What follows belongs to an exercise in optimizing a design on an open flow for small area; a production flow would make more cautious choices.
Where RTL was checked, it was by simulation tests only, not by an equivalence proof against the original.

==> 04-04 <==
==> flow/design.v <==
`default_nettype none
package exe_pkg;
	localparam int DATA_W  = 32;                     
	localparam int REG_AW  = 5;                      
	localparam int NREGS   = 2**REG_AW;
endpackage
`default_nettype wire
`default_nettype none
import exe_pkg::*;
module alu_unit (
	input  logic [3:0]          op,
	input  logic [DATA_W-1:0]   a,
	input  logic [DATA_W-1:0]   b,
	output logic [DATA_W-1:0]   y,
	output logic                illegal
);
	logic                sub;
	logic [DATA_W-1:0]   sum;
	logic                lt;
	logic [DATA_W-1:0]   shr_in;
	logic [DATA_W-1:0]   shr;
	logic [DATA_W-1:0]   shl;
	logic                fill;
	assign illegal = op[3] & (op[2] | op[1]);
	assign sub = op[0] | op[3];
	assign sum = a + (b ^ {DATA_W{sub}}) + {{(DATA_W-1){1'b0}}, sub};
	assign lt = (a[DATA_W-1] ^ b[DATA_W-1]) ? (op[0] ? b[DATA_W-1] : a[DATA_W-1]) : sum[DATA_W-1];
	always_comb begin
		for (int i = 0; i < DATA_W; i++) begin
			shr_in[i] = op[1] ? a[i] : a[DATA_W-1-i];
		end
	end
	assign fill = (op[1:0] == 2'b11) & a[DATA_W-1];
	assign shr  = DATA_W'($signed({fill, shr_in}) >>> b[4:0]);
	always_comb begin
		for (int i = 0; i < DATA_W; i++) begin
			shl[i] = shr[DATA_W-1-i];
		end
	end
	always_comb begin
		if (op[3]) begin
			y = {{(DATA_W-1){1'b0}}, lt};
		end else begin
			case (op[2:0])
				3'd0, 3'd1: y = sum;
				3'd2:       y = a & b;
				3'd3:       y = a | b;
				3'd4:       y = a ^ b;
				3'd5:       y = shl;
				default:    y = shr;
			endcase
		end
	end
endmodule
`default_nettype wire
`default_nettype none
import exe_pkg::*;
module wb_buffer (
	input  logic                clk,
	input  logic                reset_,
	input  logic                flush,
	input  logic                issue_valid,
	input  logic [REG_AW-1:0]   issue_rd,
	input  logic [DATA_W-1:0]   alu_y,
	input  logic                alu_illegal,
	output logic                issue_ready,
	input  logic                ext_valid,
	output logic                head_valid,
	output logic [REG_AW-1:0]   head_rd,
	output logic [DATA_W-1:0]   head_data,
	output logic                head_exc
);
	localparam int SW = DATA_W + REG_AW + 1;
	logic [SW-1:0]  slot [2];
	logic [SW-1:0]  slot_in;
	logic [SW-1:0]  head;
	logic           res_v;         
	logic           cnt1;          
	logic           cnt2;          
	logic           cred_ret;      
	logic           wp;
	logic           rp;
	logic           accept;
	logic           pop;
	logic [1:0]     cnt_next;
	assign issue_ready = !(cnt2 | (cnt1 & (res_v | cred_ret)) | (res_v & cred_ret));
	assign accept      = issue_valid & issue_ready & !flush;
	assign head_valid  = cnt1;
	assign pop         = cnt1 & !ext_valid;
	assign cnt_next    = {1'b0, cnt1} + {1'b0, cnt2} + {1'b0, res_v} - {1'b0, pop};
	assign slot_in = {alu_y, issue_rd, alu_illegal};
	assign head    = rp ? slot[1] : slot[0];
	assign {head_data, head_rd, head_exc} = head;
	always_ff @(posedge clk) begin
		for (int s = 0; s < 2; s++) begin
			if (accept && (wp == s[0])) begin
				slot[s] <= slot_in;
			end
		end
	end
	always_ff @(posedge clk or negedge reset_) begin
		if (!reset_) begin
			res_v    <= 1'b0;
			cnt1     <= 1'b0;
			cnt2     <= 1'b0;
			cred_ret <= 1'b0;
			wp       <= 1'b0;
			rp       <= 1'b0;
		end else if (flush) begin
			res_v    <= 1'b0;
			cnt1     <= 1'b0;
			cnt2     <= 1'b0;
			cred_ret <= 1'b0;
			wp       <= 1'b0;
			rp       <= 1'b0;
		end else begin
			res_v    <= accept;
			cnt1     <= (cnt_next != 2'd0);
			cnt2     <= cnt_next[1];
			cred_ret <= pop;
			wp       <= wp ^ accept;
			rp       <= rp ^ pop;
		end
	end
endmodule
`default_nettype wire
`default_nettype none
import exe_pkg::*;
module rf_store (
	input  logic                        clk,
	input  logic [(NREGS-1)*DATA_W-1:0] d,
	output logic [(NREGS-1)*DATA_W-1:0] q
);
	always_ff @(posedge clk) begin
		q <= d;
	end
endmodule
module rf_bit_next (
	input  logic q,
	input  logic we_n,
	input  logic wd_n,
	output logic d
);
	assign d = ~((we_n | wd_n) & ~(we_n & q));
endmodule
module rf_read (
	input  logic [(NREGS-1)*DATA_W-1:0] q,
	input  logic [NREGS-1:1]            sel,
	output logic [DATA_W-1:0]           y
);
	always_comb begin
		y = '0;
		for (int i = 1; i < NREGS; i++) begin
			y = y | (q[(i-1)*DATA_W +: DATA_W] & {DATA_W{sel[i]}});
		end
	end
endmodule
module reg_writeback (
	input  logic                clk,
	input  logic                reset_,
	input  logic                head_valid,
	input  logic [REG_AW-1:0]   head_rd,
	input  logic [DATA_W-1:0]   head_data,
	input  logic                head_exc,
	input  logic                ext_valid,
	input  logic [REG_AW-1:0]   ext_rd,
	input  logic [DATA_W-1:0]   ext_data,
	output logic                commit_valid,
	output logic [REG_AW-1:0]   commit_rd,
	output logic [DATA_W-1:0]   commit_data,
	output logic                exc_valid,
	input  logic [REG_AW-1:0]   reg_raddr,
	output logic [DATA_W-1:0]   reg_rdata
);
	logic [(NREGS-1)*DATA_W-1:0]  rf_q;
	logic [(NREGS-1)*DATA_W-1:0]  rf_d;
	logic [NREGS-1:1]             written;
	logic [NREGS-1:1]             we;
	logic [NREGS-1:1]             rsel;
	logic               wr_en;
	logic [REG_AW-1:0]  wr_rd;
	logic [DATA_W-1:0]  wr_data;
	assign wr_en   = ext_valid | (head_valid & !head_exc);
	assign wr_rd   = ext_valid ? ext_rd : head_rd;
	assign wr_data = ext_valid ? ext_data : head_data;
	always_comb begin
		for (int i = 1; i < NREGS; i++) begin
			we[i]   = wr_en & (wr_rd == REG_AW'(i));
			rsel[i] = written[i] & (reg_raddr == REG_AW'(i));
		end
	end
	for (genvar i = 1; i < NREGS; i++) begin : g_row
		for (genvar j = 0; j < DATA_W; j++) begin : g_bit
			rf_bit_next u_next (
				.q    (rf_q[(i-1)*DATA_W + j]),
				.we_n (!we[i]),
				.wd_n (!wr_data[j]),
				.d    (rf_d[(i-1)*DATA_W + j])
			);
		end
	end
	rf_store u_store (
		.clk  (clk),
		.d    (rf_d),
		.q    (rf_q)
	);
	rf_read u_read (
		.q    (rf_q),
		.sel  (rsel),
		.y    (reg_rdata)
	);
	always_ff @(posedge clk or negedge reset_) begin
		if (!reset_) begin
			written <= '0;
		end else begin
			written <= written | we;
		end
	end
	always_ff @(posedge clk or negedge reset_) begin
		if (!reset_) begin
			commit_valid <= 1'b0;
			exc_valid    <= 1'b0;
		end else begin
			commit_valid <= wr_en;                               
			exc_valid    <= head_valid & !ext_valid & head_exc;
		end
	end
	always_ff @(posedge clk) begin
		commit_rd   <= wr_rd;
		commit_data <= wr_data;
	end
endmodule
`default_nettype wire
`default_nettype none
import exe_pkg::*;
module alu_wb_top (
	input  logic                clk,
	input  logic                reset_,
	input  logic                flush,
	input  logic                issue_valid,
	input  logic [3:0]          issue_op,
	input  logic [31:0]         issue_a,
	input  logic [31:0]         issue_b,
	input  logic [4:0]          issue_rd,
	output logic                issue_ready,
	input  logic                ext_valid,
	input  logic [4:0]          ext_rd,
	input  logic [31:0]         ext_data,
	output logic                commit_valid,
	output logic [4:0]          commit_rd,
	output logic [31:0]         commit_data,
	output logic                exc_valid,
	output logic [1:0]          exc_code,
	input  logic [4:0]          reg_raddr,
	output logic [31:0]         reg_rdata
);
	logic [DATA_W-1:0]   alu_y;
	logic                alu_illegal;
	logic                head_valid;
	logic [REG_AW-1:0]   head_rd;
	logic [DATA_W-1:0]   head_data;
	logic                head_exc;
	assign exc_code = 2'd1;
	alu_unit u_alu (
		.op            (issue_op),
		.a             (issue_a),
		.b             (issue_b),
		.y             (alu_y),
		.illegal       (alu_illegal)
	);
	wb_buffer u_buf (
		.clk           (clk),
		.reset_        (reset_),
		.flush         (flush),
		.issue_valid   (issue_valid),
		.issue_rd      (issue_rd),
		.alu_y         (alu_y),
		.alu_illegal   (alu_illegal),
		.issue_ready   (issue_ready),
		.ext_valid     (ext_valid),
		.head_valid    (head_valid),
		.head_rd       (head_rd),
		.head_data     (head_data),
		.head_exc      (head_exc)
	);
	reg_writeback u_wb (
		.clk           (clk),
		.reset_        (reset_),
		.head_valid    (head_valid),
		.head_rd       (head_rd),
		.head_data     (head_data),
		.head_exc      (head_exc),
		.ext_valid     (ext_valid),
		.ext_rd        (ext_rd),
		.ext_data      (ext_data),
		.commit_valid  (commit_valid),
		.commit_rd     (commit_rd),
		.commit_data   (commit_data),
		.exc_valid     (exc_valid),
		.reg_raddr     (reg_raddr),
		.reg_rdata     (reg_rdata)
	);
endmodule
`default_nettype wire
==> flow/run.sh <==
#!/bin/bash
# synth_recipe.tcl (not shown) runs the flow's synth.tcl, then flattens the netlist and writes it again
# the make line also repeats each setting of config.mk as NAME=value (left out here)
make -C /OpenROAD-flow-scripts/flow DESIGN_CONFIG=/design/flow/config.mk WORK_HOME=/design/flow/orfs CLKGATE_MAP_FILE= SYNTH_SCRIPT=/design/flow/synth_recipe.tcl finish
==> flow/config.mk <==
export PLATFORM = sky130hd
export DESIGN_NAME = alu_wb_top
export DESIGN_NICKNAME = alu_wb_top
export VERILOG_FILES = /design/flow/design.v
export SDC_FILE = /design/flow/constraint.sdc
export NUM_CORES = 4
export LEC_CHECK = 0
export CAP_MARGIN = 20
export CORE_MARGIN = 2
export CORE_UTILIZATION = 40
export SLEW_MARGIN = 20
export SYNTH_HIERARCHICAL = 1
==> flow/constraint.sdc <==
create_clock -name core_clock -period 7.0 [get_ports {clk}]
set_input_delay 1.4000 -clock core_clock [delete_from_list [all_inputs] [get_ports {clk}]]
set_output_delay 1.4000 -clock core_clock [all_outputs]
set_load 0.01 [all_outputs]
==> inputs of 03-26, as changes to 04-04 <==
==> flow/design.v, changed modules only <==
module reg_writeback (
	input  logic                clk,
	input  logic                reset_,
	input  logic                head_valid,
	input  logic [REG_AW-1:0]   head_rd,
	input  logic [DATA_W-1:0]   head_data,
	input  logic                head_exc,
	input  logic                ext_valid,
	input  logic [REG_AW-1:0]   ext_rd,
	input  logic [DATA_W-1:0]   ext_data,
	output logic                commit_valid,
	output logic [REG_AW-1:0]   commit_rd,
	output logic [DATA_W-1:0]   commit_data,
	output logic                exc_valid,
	input  logic [REG_AW-1:0]   reg_raddr,
	output logic [DATA_W-1:0]   reg_rdata
);
	logic [DATA_W-1:0]  rf [1:NREGS-1];
	logic [NREGS-1:1]   written;
	logic [NREGS-1:1]   we;
	logic               wr_en;
	logic [REG_AW-1:0]  wr_rd;
	logic [DATA_W-1:0]  wr_data;
	assign wr_en   = ext_valid | (head_valid & !head_exc);
	assign wr_rd   = ext_valid ? ext_rd : head_rd;
	assign wr_data = ext_valid ? ext_data : head_data;
	always_comb begin
		for (int i = 1; i < NREGS; i++) begin
			we[i] = wr_en & (wr_rd == REG_AW'(i));
		end
	end
	always_ff @(posedge clk) begin
		for (int i = 1; i < NREGS; i++) begin
			if (we[i]) begin
				rf[i] <= wr_data;
			end
		end
	end
	always_ff @(posedge clk or negedge reset_) begin
		if (!reset_) begin
			written <= '0;
		end else begin
			written <= written | we;
		end
	end
	always_comb begin
		reg_rdata = '0;
		for (int i = 1; i < NREGS; i++) begin
			if (reg_raddr == REG_AW'(i) && written[i]) begin
				reg_rdata = rf[i];
			end
		end
	end
	always_ff @(posedge clk or negedge reset_) begin
		if (!reset_) begin
			commit_valid <= 1'b0;
			exc_valid    <= 1'b0;
		end else begin
			commit_valid <= wr_en;                               
			exc_valid    <= head_valid & !ext_valid & head_exc;
		end
	end
	always_ff @(posedge clk) begin
		commit_rd   <= wr_rd;
		commit_data <= wr_data;
	end
endmodule
// module rf_store removed
// module rf_bit_next removed
// module rf_read removed
SYNTH_HIERARCHICAL = unset   (was 1)
==> impl_metrics.tcl <==
set metrics [dict create \
    run_status "no timing/DRC/antenna violations" \
    wl_per_cell_um 23.3 \
    synth_simple_gate_area_share_pct 13.6 \
    worst_clock_skew_ps 26.1 \
    vias 40000 \
    power.sequential.fraction_pct 48.5 \
    cp_num_buf_inv 2 \
    timing.critical_path.to "reg_rdata[30]" \
    final.period_utilization_pct 89.5 \
    met3_wirelength_um 11600 \
    num_antenna_cells 2 \
    final.signal_buffer_count 267 \
    post_synth_fa_ha_maj_area_fraction_pct 2.85 \
    fin_cells 6926 \
    multiInputCombCellCount 3654 \
    cp_max_fo 32 \
    die_boundary_width_um 347 \
    total_power_mw 18.7 \
    place_inst 6701 \
    crit_family "simple AND/OR/NAND/NOR gates" \
]
[end of results for 04-04]
==> impl_metrics.tcl <==
set metrics [dict create \
    wl_per_cell_um 26.6 \
    place_inst 5234 \
    run_status "no timing/DRC/antenna violations" \
    cp_max_fo 22 \
    worst_clock_skew_ps 31.9 \
    cp_num_buf_inv 5 \
    num_antenna_cells 3 \
    die_boundary_width_um 354 \
    timing.critical_path.to "reg_rdata[10]" \
    multiInputCombCellCount 1998 \
    grt_util_met1_pct 30.7 \
    synth_simple_gate_area_share_pct 7.38 \
    worst-path-stages 12 \
    fin_cells 5450 \
    power.sequential.fraction_pct 49.4 \
    synth_top_family_by_area "compound AO/OA/AOI/OAI gates" \
    crit_family "buffers and inverters" \
    total_power_mw 15.8 \
    final.signal_buffer_count 385 \
    met3_wirelength_um 9840 \
]
[end of results for 03-26]
Function not checked in 04-04: the RTL went through the layout flow alone.

==> static timing again, ports no longer ideal <==
How much do the figures lean on ideal ports? The routed layouts below were timed once more, with nothing changed but the port constraints.
Step 1 (the two cells are an assumption about what drives the block):
set clk [get_ports {clk}]
set_driving_cell -lib_cell sky130_fd_sc_hd__clkbuf_16 $clk
set_driving_cell -lib_cell sky130_fd_sc_hd__buf_2 [delete_from_list [all_inputs] $clk]
Step 2, shift: input delay + t, output delay - t, t = (earliest + latest rising clock arrival at the registers) / 2. This alone moves slack from input paths to output paths.
Slacks: ideal / step 1 / step 2; pairs: ideal / step 1.
| run | t (ns) | setup WS [ns] | worst setup path at the end | worst slew at a driven data input, ns |
|---|---|---|---|---|
| 04-04 | 0.771 | 0.732 / 0.638 / 0.638 | input to output | 0.12 |
| 03-26 | 0.729 | 0.141 / 0.119 / 0.119 | input to output | 0.08 |
After both steps setup and hold are still met in every run listed. For 04-04, which loses most, drivers alone change the setup slack by -0.094 ns; drivers and shift together by -0.094 ns.
